This is an optimization exercise on Yosys and OpenROAD, whose aim is small area, a short achievable clock period and few clock cycles per item, not a production implementation. Where RTL was checked, it was by simulation tests only, not by an equivalence proof against the original. Power is estimated from default activity; no workload was simulated.

Design ansi_escape_sgr_parser, start of the top module:
module ansi_escape_sgr_parser #(
    parameter int QD = 3         
) (
    input  logic                  aclk,
    input  logic                  aresetn,
    input  logic                  cfg_wr_en,
    input  logic [CFG_IDX_W-1:0]  cfg_index,
    input  logic [CFG_DATA_W-1:0] cfg_wr_data,
    input  logic                  s_valid,
    output logic                  s_ready,
    input  logic [7:0]            s_byte_in,
    output logic                  m_valid,
    input  logic                  m_ready,
    output logic [1:0]            m_result_kind,
    output logic [7:0]            m_char_code,
    output logic [23:0]           m_text_rgb,
    output logic [23:0]           m_back_rgb,
    output logic [1:0]            m_weight,
    output logic                  m_italic,
    output logic                  m_underline,
    output logic                  m_last
);
    logic [23:0] dflt_text, dflt_back;
    logic [1:0]  dflt_w;
    logic        dflt_i, dflt_u;
    always_ff @(posedge aclk) begin
        if (!aresetn) begin
            {dflt_text, dflt_back, dflt_w, dflt_i, dflt_u} <= RESET_STYLE;
        end else if (cfg_wr_en) begin
            case (cfg_index)
                3'd0: dflt_text <= cfg_wr_data[23:0];
                3'd1: dflt_back <= cfg_wr_data[23:0];
                3'd2: dflt_w    <= cfg_wr_data[1:0];
                3'd3: dflt_i    <= cfg_wr_data[0];
                3'd4: dflt_u    <= cfg_wr_data[0];
                default: ;
            endcase
        end
    end
    logic [7:0] ib;
    logic       ib_m;
    assign ib   = s_byte_in;
    assign ib_m = (s_byte_in == CHAR_SGR);
  ...
For scale: about 1,100 cells after synthesis, about 200 flip-flops, ~8600 um2 of cells after synthesis.
Settings: LEC_CHECK=0, ABC_AREA=1, CAP_MARGIN=5, CORE_MARGIN=2, CORE_UTILIZATION=60, CTS_CLUSTER_DIAMETER=100, CTS_CLUSTER_SIZE=24, SETUP_SLACK_MARGIN=3.2, SLEW_MARGIN=5, TNS_END_PERCENT=0; clock period 5.0 ns.
standard.sh (not shown) runs the stock make flow with config.mk's settings and CLKGATE_MAP_FILE= SYNTH_SCRIPT=/design/flow/synth_recipe.tcl, a recipe that flattens the netlist after the stock synthesis.
==> flow/flow/run.sh <==
#!/bin/bash
# Standard layout, with the port buffers made from a plain buffer cell.
set -euo pipefail
export BUFFER_PORTS_ARGS="-buffer_cell sky130_fd_sc_hd__buf_2"
bash standard.sh > standard.log 2>&1
Testbench counts at the start, summed over its fixed seeds: cycles 25,466, items 24,000.
Next try:
==> flow/flow/run.sh (replaced) <==
#!/bin/bash
# Standard layout, with the port buffers made from a plain buffer cell and
# a power-recovery pass (downsizing gates off the critical paths) after the
# global-route timing repair.
set -euo pipefail
export BUFFER_PORTS_ARGS="-buffer_cell sky130_fd_sc_hd__buf_2"
export RECOVER_POWER=100
bash standard.sh > standard.log 2>&1
Settings changed: CAP_MARGIN 5 to 20, SLEW_MARGIN 5 to 20.
Result:
- The changed run reached the layout checks and failed them: max-capacitance violations, max-slew violations
- non-clock buffer count is unchanged
- utilization drops by 2.6 points
- wire length climbs by 0.33%
- area after synthesis is unchanged
- worst hold slack gets better by 0.0042 ns
- global-route usage is unchanged
- setup slack is worse by 1.3 ns
- design area fell by 3.6%
- combinational power goes down by 5.3%
Next try:
==> flow/flow/run.sh (replaced) <==
#!/bin/bash
# Standard layout, with the port buffers made from a plain buffer cell.
set -euo pipefail
export BUFFER_PORTS_ARGS="-buffer_cell sky130_fd_sc_hd__buf_2"
bash standard.sh > standard.log 2>&1
The changed run finished clean; global-route usage is unchanged; register-to-register slack gains 1.3 ns; synthesized cell count stays the same; die area does not change; total power came out higher by about 0.7%.
Next try:
Settings changed: CORE_UTILIZATION 60 to 70.
Worst setup slack got worse by 0.037 ns.
Hold slack improved by 0.010 ns.
Sequential share of layout area came out lower by 1.2 points.
Global-route usage came out higher by 6.9 points.
Sequential power stays flat.
Clock skew came out higher by 0.016 ns.
Via count came out higher by 9.7%.
Utilization came out higher by 15 points.
Die area came out lower by 14%.
Next try:
Settings changed: CORE_UTILIZATION 70 to 60, CTS_CLUSTER_DIAMETER 100 to 80, CTS_CLUSTER_SIZE 24 to 20.
Outcome: First-iteration DRC count drops by 29%; non-clock buffer count drops by 26; register-to-register slack is worse by 0.09 ns; die area climbs by 16%; worst setup slack is worse by 0.021 ns; maximum frequency drops by 1.0%.

ansi_escape_sgr_parser, a different RTL version from the one above (not shown whole).
Size in the first run: roughly 1,200 cells after synthesis, roughly 210 flip-flops, about 110 I/O pins.
==> flow/design.v (excerpt) <==
module ansi_escape_sgr_parser #(
    parameter int QD = 3         
) (
    input  logic                  aclk,
    input  logic                  aresetn,
    input  logic                  cfg_wr_en,
    input  logic [CFG_IDX_W-1:0]  cfg_index,
    input  logic [CFG_DATA_W-1:0] cfg_wr_data,
    input  logic                  s_valid,
    output logic                  s_ready,
    input  logic [7:0]            s_byte_in,
    output logic                  m_valid,
    input  logic                  m_ready,
    output logic [1:0]            m_result_kind,
    output logic [7:0]            m_char_code,
    output logic [23:0]           m_text_rgb,
    output logic [23:0]           m_back_rgb,
    output logic [1:0]            m_weight,
    output logic                  m_italic,
    output logic                  m_underline,
    output logic                  m_last
);
clock: 5.0 ns
lec_check: 0
abc_area: 1
cap_margin: 20
core_margin: 2
core_utilization: 40
setup_slack_margin: 2.5
slew_margin: 20
run.sh (not shown) runs the stock make flow with config.mk's settings and CLKGATE_MAP_FILE= SYNTH_SCRIPT=/design/flow/synth_recipe.tcl, a recipe that flattens the netlist after the stock synthesis.
Stock flow here: none of the scripts above is used.
==> next run, changes <==
ABC_AREA = default   (was 1)
Outcome: The new run went through all stages and came out clean. Die area increases by 1.5%. Worst setup slack degrades by 0.15 ns. Combinational power decreases by 14%.
No functional check of the RTL was part of any run of this note.

## v6
ansi_escape_sgr_parser, a different RTL version from the one above (not shown whole).
For scale: roughly 1200 cells after synthesis, about 110 I/O pins, about 0.010 mm2 of cells after synthesis.
clock: 5.0 ns
lec_check: 0
abc_area: 1
cap_margin: 20
core_margin: 2
core_utilization: 40
setup_slack_margin: 2.5
slew_margin: 20
No stage failed in v6, and the final checks on the layout all came back clean.
Modified inputs, v7 compared to v6
--- a/flow/config.mk
+++ b/flow/config.mk
@@ -11,3 +11,3 @@
 export CORE_UTILIZATION = 40
-export SETUP_SLACK_MARGIN = 2.5
+export SETUP_SLACK_MARGIN = 3.2
 export SLEW_MARGIN = 20
Findings:
[v7] leakage component of the power rose about 25% relative to v6
Taking v6 as the reference point, the worst setup margin of v7 rises by 0.24 ns.
The higher footprint of the multi-input gates of v6 and v7 is in v7.
Non-clock buffer count (v7 vs. v6) increases by more than half
v7 | stages: all done | timing, DRC, antenna: all pass
Number of gates resized after CTS ended up 1200% higher on v7 than on v6.
v7 packs its core tighter than v6.
No run of this note included a check of the RTL's function; only the layout flow was run.

oak:
Another version of the RTL of ansi_escape_sgr_parser (not shown whole).
Size: ~1300 cells after synthesis, roughly 210 flip-flops, ~110 I/O pins, roughly 9900 sq um of cells after synthesis.
clock: 5.0 ns
lec_check: 0
abc_area: 1
cap_margin: 20
core_margin: 2
core_utilization: 40
setup_slack_margin: 3.2
slew_margin: 20
tns_end_percent: 0
What pine does differently from oak at the input level:
Settings: TNS_END_PERCENT no longer set, was 0.
### Flow results
- oak reached the final stage; the timing, design-rule and antenna checks on its layout passed.
- pine completed; timing, DRC and antenna clean
- Comparing oak and pine, the higher global-route wire length before repair is on pine.
- When the final numbers for oak and pine were put side by side, the combinational share of power turned out to be smaller in oak.
- pine vs oak: met2 routed wirelength up
- The total internal power number comes out higher for pine vs oak.
- Critical path capture point: q0_char[4]$_DFFE_PP_ -> oak, pend_text[20]$_DFFE_PP_ -> pine
- Fraction of the cycle the final worst path needs essentially unchanged between oak and pine.
- [compare] base=oak new=pine: worst slack after detailed placement lost 0.030 ns; global-route usage picked up an extra 6.3 points.
- Re final cell count: oak was lower than pine.
Edits applied to the flow inputs when going from pine to birch:
Settings: an added TNS_END_PERCENT of 0; a change of SETUP_SLACK_MARGIN from 3.2 to 3.6.
[summary]
Re count of multi-input gates: pine was higher than birch.
Compared birch vs pine, and critical path depth is up in birch.
Compared with pine, birch shows a weighted congestion reported at the end of routability-driven placement that is 2.6% higher.
Summary of the comparison: total power is lower in birch, relative to pine.
For pine, the slowest library cell on the worst path was a21oi_4, unlike birch, where it was a21oi_1.
Met2 layer usage reported by global route: birch vs pine down 13 points
Going from pine to birch, switching power summed over all nets dropped 99 uW, total iterations of the first detailed-routing run climbed 1.
Modified inputs, maple compared to birch
Settings: TNS_END_PERCENT: 0 -> unset; SETUP_SLACK_MARGIN: 3.6 -> 2.5.
Notes after the runs:
- maple finished every stage and its layout cleared the timing, design-rule and antenna checks.
- birch finished all stages; the layout is clean.
- Compared with birch, in maple die area neither gained nor lost much; global-route wire length before repair decreased about 2%.
- Setup slack was lower in maple than in birch.
- Sort maple and birch by global routing usage on met2 desc -> top: birch
- On fraction of power consumed by combinational cells, the higher figure sits with birch, not maple.
- Of the two candidates, birch has the worse leakage power of the design and maple the better one.
- Worst hold-check slack of maple is on par with birch.
No run of this note included a check of the RTL's function; only the layout flow was run.

before:
ansi_escape_sgr_parser, a different RTL version from the one above (not shown whole).
Size in the first run: roughly 1100 cells after synthesis, about 200 flip-flops, ~110 I/O pins.
export LEC_CHECK = 0
export ABC_AREA = 1
export CAP_MARGIN = 20
export CORE_MARGIN = 2
export CORE_UTILIZATION = 40
export CTS_CLUSTER_DIAMETER = 100
export CTS_CLUSTER_SIZE = 24
export SETUP_SLACK_MARGIN = 3.2
export SLEW_MARGIN = 20
export TNS_END_PERCENT = 0
create_clock -name core_clock -period 5.0 [get_ports {aclk}]
standard.sh (not shown) runs the stock make flow with config.mk's settings and CLKGATE_MAP_FILE= SYNTH_SCRIPT=/design/flow/synth_recipe.tcl, a recipe that flattens the netlist after the stock synthesis.
==> flow/flow/run.sh <==
#!/bin/bash
# Standard layout, with the port buffers made from a plain buffer cell.
set -euo pipefail
export BUFFER_PORTS_ARGS="-buffer_cell sky130_fd_sc_hd__buf_2"
bash standard.sh > standard.log 2>&1
The final layout from before, which completed every stage, passed the timing, design-rule and antenna checks at the end of the flow.
[inputs] after vs before
Settings: swapping 40 for 60 in CORE_UTILIZATION.
### Flow results
Cmp after and before / number of nets in the final layout / lower: before
The higher core utilization of after and before is in after.
In the metrics for after and before, the one carrying the lower largest net degree at the start of global routing is before.
In the reports for after and before, the larger setup slack of the critical path after layout belongs to after.
after against before; final weighted congestion of routability-driven global placement is up slightly.
| number of max-capacitance violations reported | after vs before | ≈ equal |
Summary: with before as the reference, non-clock buffer count in after moved up by a few percent.
Function was not checked in any run of this note: the RTL went through the layout flow alone.

-- separate check: timing with driven ports --
Ports are ideal in the flow. The routed layouts listed here were re-timed in OpenROAD. Step 1, drivers: a clkbuf_16 drives aclk and a buf_2 each remaining input, both assumed. Step 2 moves the port delays by t, midway between the first and last clock arrival at a register: inputs arrive t later, outputs are due t later. That takes back most of the time a late clock gives input paths. a / b / c = no drivers / after step 1 / after step 2; a / b = the first two.
| run | t, ns | setup slack, ns | worst register clock-pin slew, ns |
|---|---|---|---|
| the first run of note 1 | 0.504 | 3.005 / 2.972 / 2.482 | 0.10 / 0.10 |
| the second run of note 1 | 0.506 | 1.726 / 1.726 / 1.397 | 0.10 / 0.10 |
| the third run of note 1 | 0.504 | 3.005 / 2.972 / 2.482 | 0.10 / 0.10 |
| the fourth run of note 1 | 0.510 | 2.968 / 2.982 / 2.472 | 0.10 / 0.10 |
| the fifth run of note 1 | 0.508 | 2.947 / 2.947 / 2.464 | 0.08 / 0.08 |
| the first run of note 2 | 0.557 | 2.546 / 2.500 / 2.055 | 0.06 / 0.06 |
| the second run of note 2 | 0.564 | 2.394 / 2.347 / 1.895 | 0.06 / 0.06 |
| v6 | 0.565 | 2.507 / 2.461 / 2.022 | 0.07 / 0.07 |
| v7 | 0.573 | 2.744 / 2.746 / 2.173 | 0.06 / 0.06 |
| oak | 0.552 | 2.840 / 2.853 / 2.302 | 0.06 / 0.06 |
| pine | 0.578 | 2.840 / 2.854 / 2.276 | 0.06 / 0.06 |
| birch | 0.552 | 2.840 / 2.853 / 2.302 | 0.06 / 0.06 |
| maple | 0.562 | 2.547 / 2.499 / 1.993 | 0.07 / 0.07 |
| before | 0.516 | 2.926 / 2.925 / 2.409 | 0.10 / 0.10 |
| after | 0.510 | 2.989 / 2.944 / 2.464 | 0.10 / 0.10 |
The setup slack of v7, which loses most, moves by +0.002 ns with the drivers and by -0.571 ns with both steps.
